From an optimization exercise on the open Yosys and OpenROAD flow, aimed at small area, a short achievable clock period and few clock cycles per item; shortcuts taken in it are not production practice. In this exercise RTL edits were held to simulation tests only and were not proved equivalent to the original.

## run a
==> flow/design.v (excerpt) <==
module rotation_matrix_to_quaternion (
    input  wire logic                         i_clk,
    input  wire logic                         i_rst_n,
    input  wire logic                         i_valid,
    output logic                              o_stall,
    input  wire logic signed [rmq_pkg::DW-1:0] i_m00,
    input  wire logic signed [rmq_pkg::DW-1:0] i_m01,
    input  wire logic signed [rmq_pkg::DW-1:0] i_m02,
    input  wire logic signed [rmq_pkg::DW-1:0] i_m10,
    input  wire logic signed [rmq_pkg::DW-1:0] i_m11,
    input  wire logic signed [rmq_pkg::DW-1:0] i_m12,
    input  wire logic signed [rmq_pkg::DW-1:0] i_m20,
    input  wire logic signed [rmq_pkg::DW-1:0] i_m21,
    input  wire logic signed [rmq_pkg::DW-1:0] i_m22,
    output logic                              o_valid,
    input  wire logic                         i_stall,
    output logic signed [rmq_pkg::DW-1:0]     o_quat_w,
    output logic signed [rmq_pkg::DW-1:0]     o_quat_x,
    output logic signed [rmq_pkg::DW-1:0]     o_quat_y,
    output logic signed [rmq_pkg::DW-1:0]     o_quat_z,
    output logic [1:0]                        o_branch_used,
    output logic                              o_div_fault
);
Size: about 12000 cells after synthesis, about 1500 flip-flops, ~220 I/O pins, ~110000 um2 of cells after synthesis.
Settings: LEC_CHECK=0, ABC_AREA=1, CAP_MARGIN=20, CORE_MARGIN=2, CORE_UTILIZATION=40, CTS_BUF_LIST=sky130_fd_sc_hd__clkbuf_8, SETUP_SLACK_MARGIN=3.0, SLEW_MARGIN=20, TNS_END_PERCENT=10; clock period 7.5 ns.
run.sh (not shown) runs the stock make flow with config.mk's settings and CLKGATE_MAP_FILE= SYNTH_SCRIPT=/design/flow/synth_recipe.tcl, a recipe that flattens the netlist after the stock synthesis.
Testbench counts of run a, summed over its fixed seeds: cycles 4,136, items 4,000.
Relative to run a, the following input files were edited for run b:
- CTS_BUF_LIST no longer set, was sky130_fd_sc_hd__clkbuf_8
- CORE_UTILIZATION now 48, was 40
==> comparison <==
Compared with run a, run b has less setup slack. Run a -> run b: number of instances in the placed design decreased by a few percent. Source-to-sink clock delay at the later pin of the worst-skew pair is higher on run a.

* * *

rotation_matrix_to_quaternion again, from the RTL that the note above started with.
Settings: LEC_CHECK=0, ABC_AREA=1, CAP_MARGIN=20, CORE_MARGIN=2, CORE_UTILIZATION=40, SETUP_SLACK_MARGIN=3.6, SLEW_MARGIN=20, TNS_END_PERCENT=5; clock period 7.5 ns.
Testbench counts at the start, summed over its fixed seeds: cycles 4,136, items 4,000.
==> next run, changes <==
- ABC_CLOCK_PERIOD_IN_PS: not set -> 4000
- SETUP_SLACK_MARGIN: 3.6 -> 2.8
- TNS_END_PERCENT: 5 -> 10
Worst setup slack degrades by 430 ps; design area goes down by roughly a tenth; count of clock-buffer cells in the layout stays the same; synthesized cell count stays the same; wire length came out lower by a little under a tenth.
==> next run, changes <==
- ABC_CLOCK_PERIOD_IN_PS: 4000 -> not set
- CORE_UTILIZATION: 40 -> 55
- CTS_BUF_LIST: not set -> sky130_fd_sc_hd__clkbuf_8
- SETUP_SLACK_MARGIN: 2.8 -> 3.5
- TNS_END_PERCENT: 10 -> not set
Effect:
- setup slack improved by 120 ps
- core utilization is higher by 27 points
==> next run, changes <==
- ABC_CLOCK_PERIOD_IN_PS: not set -> 4500
- CORE_UTILIZATION: 55 -> 40
- CTS_BUF_LIST: sky130_fd_sc_hd__clkbuf_8 -> not set
- SETUP_SLACK_MARGIN: 3.5 -> 2.5
After rerunning: The new run finished with timing, DRC and antenna clean. First-iteration DRC count decreases by well over a third. Critical path depth increases by 2. Worst setup slack degrades by 220 ps. Hold slack improves by 49 ps. Maximum frequency decreases by a few percent.

* * *

## old
rotation_matrix_to_quaternion again, from the RTL that the note above started with.
Design rotation_matrix_to_quaternion, start of the top module:
module rotation_matrix_to_quaternion (
    input  wire logic                         i_clk,
    input  wire logic                         i_rst_n,
    input  wire logic                         i_valid,
    output logic                              o_stall,
    input  wire logic signed [rmq_pkg::DW-1:0] i_m00,
    input  wire logic signed [rmq_pkg::DW-1:0] i_m01,
    input  wire logic signed [rmq_pkg::DW-1:0] i_m02,
    input  wire logic signed [rmq_pkg::DW-1:0] i_m10,
    input  wire logic signed [rmq_pkg::DW-1:0] i_m11,
    input  wire logic signed [rmq_pkg::DW-1:0] i_m12,
    input  wire logic signed [rmq_pkg::DW-1:0] i_m20,
    input  wire logic signed [rmq_pkg::DW-1:0] i_m21,
    input  wire logic signed [rmq_pkg::DW-1:0] i_m22,
    output logic                              o_valid,
    input  wire logic                         i_stall,
    output logic signed [rmq_pkg::DW-1:0]     o_quat_w,
    output logic signed [rmq_pkg::DW-1:0]     o_quat_x,
    output logic signed [rmq_pkg::DW-1:0]     o_quat_y,
    output logic signed [rmq_pkg::DW-1:0]     o_quat_z,
    output logic [1:0]                        o_branch_used,
    output logic                              o_div_fault
);
==> flow/config.mk <==
export PLATFORM = sky130hd
export DESIGN_NAME = rotation_matrix_to_quaternion
export DESIGN_NICKNAME = rotation_matrix_to_quaternion
export VERILOG_FILES = /design/flow/design.v
export SDC_FILE = /design/flow/constraint.sdc
export NUM_CORES = 4
export LEC_CHECK = 0
export ABC_AREA = 1
export CAP_MARGIN = 20
export CORE_MARGIN = 2
export CORE_UTILIZATION = 40
export CTS_BUF_LIST = sky130_fd_sc_hd__clkbuf_4 sky130_fd_sc_hd__clkbuf_8
export SETUP_SLACK_MARGIN = 3.0
export SLEW_MARGIN = 20
export TNS_END_PERCENT = 10
==> flow/constraint.sdc <==
create_clock -name core_clock -period 7.5 [get_ports {i_clk}]
set_input_delay 1.5000 -clock core_clock [delete_from_list [all_inputs] [get_ports {i_clk}]]
set_output_delay 1.5000 -clock core_clock [all_outputs]
set_load 0.01 [all_outputs]
old went all the way through the flow, and no timing, DRC or antenna check failed.
Testbench counts of old, summed over its fixed seeds: cycles 4,136, items 4,000.
Input changes introduced in new (baseline for comparison: old):
- CTS_BUF_LIST removed (was sky130_fd_sc_hd__clkbuf_4 sky130_fd_sc_hd__clkbuf_8)
==> notes.md <==
- Compared with old, new improves overall via count from detail_route.
- Diff new..old | compound-cell area share of the yosys netlist | unchanged
- new against old: number of non-clock buffers in the layout went down, first-pass GRT wire length now smaller, detailed-routed wire length on met2 decreased by 0.84% relative to the old numbers.
- In the flow results for old and new, the post-cts resize count is smaller on new.

-- what the ideal ports hide --
The flow's constraints put no driver on any port. The routed layouts listed below were extracted and timed again, unchanged, in two steps.
Step 1 sets driving cells, clkbuf_16 on the clock port and buf_2 on the other inputs (assumed; they add their load-dependent delay and slew).
Step 2 times the ports against the registers' clock, not the clock port: input delays grow and output delays shrink by t, the midpoint of the rising clock arrivals with the driver on.
Slacks: ideal ports / drivers / drivers and shift; pairs: ideal ports / drivers.
run	t (ns)	slack for setup (ns)	cell pins on the clock port's net
run a	1.044	2.994 / 2.962 / 2.184	1
run b	0.908	2.937 / 2.911 / 2.201	1
the first run of note 2	0.938	3.197 / 3.197 / 2.493	1
the second run of note 2	0.927	2.767 / 2.767 / 2.163	1
the third run of note 2	1.097	2.887 / 2.887 / 2.581	1
the fourth run of note 2	0.927	2.665 / 2.665 / 2.161	1
old	1.044	2.982 / 2.960 / 2.191	1
new	0.930	2.921 / 2.890 / 2.271	1
After both steps setup and hold are still met in every run listed. For run a, which loses most, drivers alone change the setup slack by -0.032 ns; drivers and shift together by -0.810 ns.
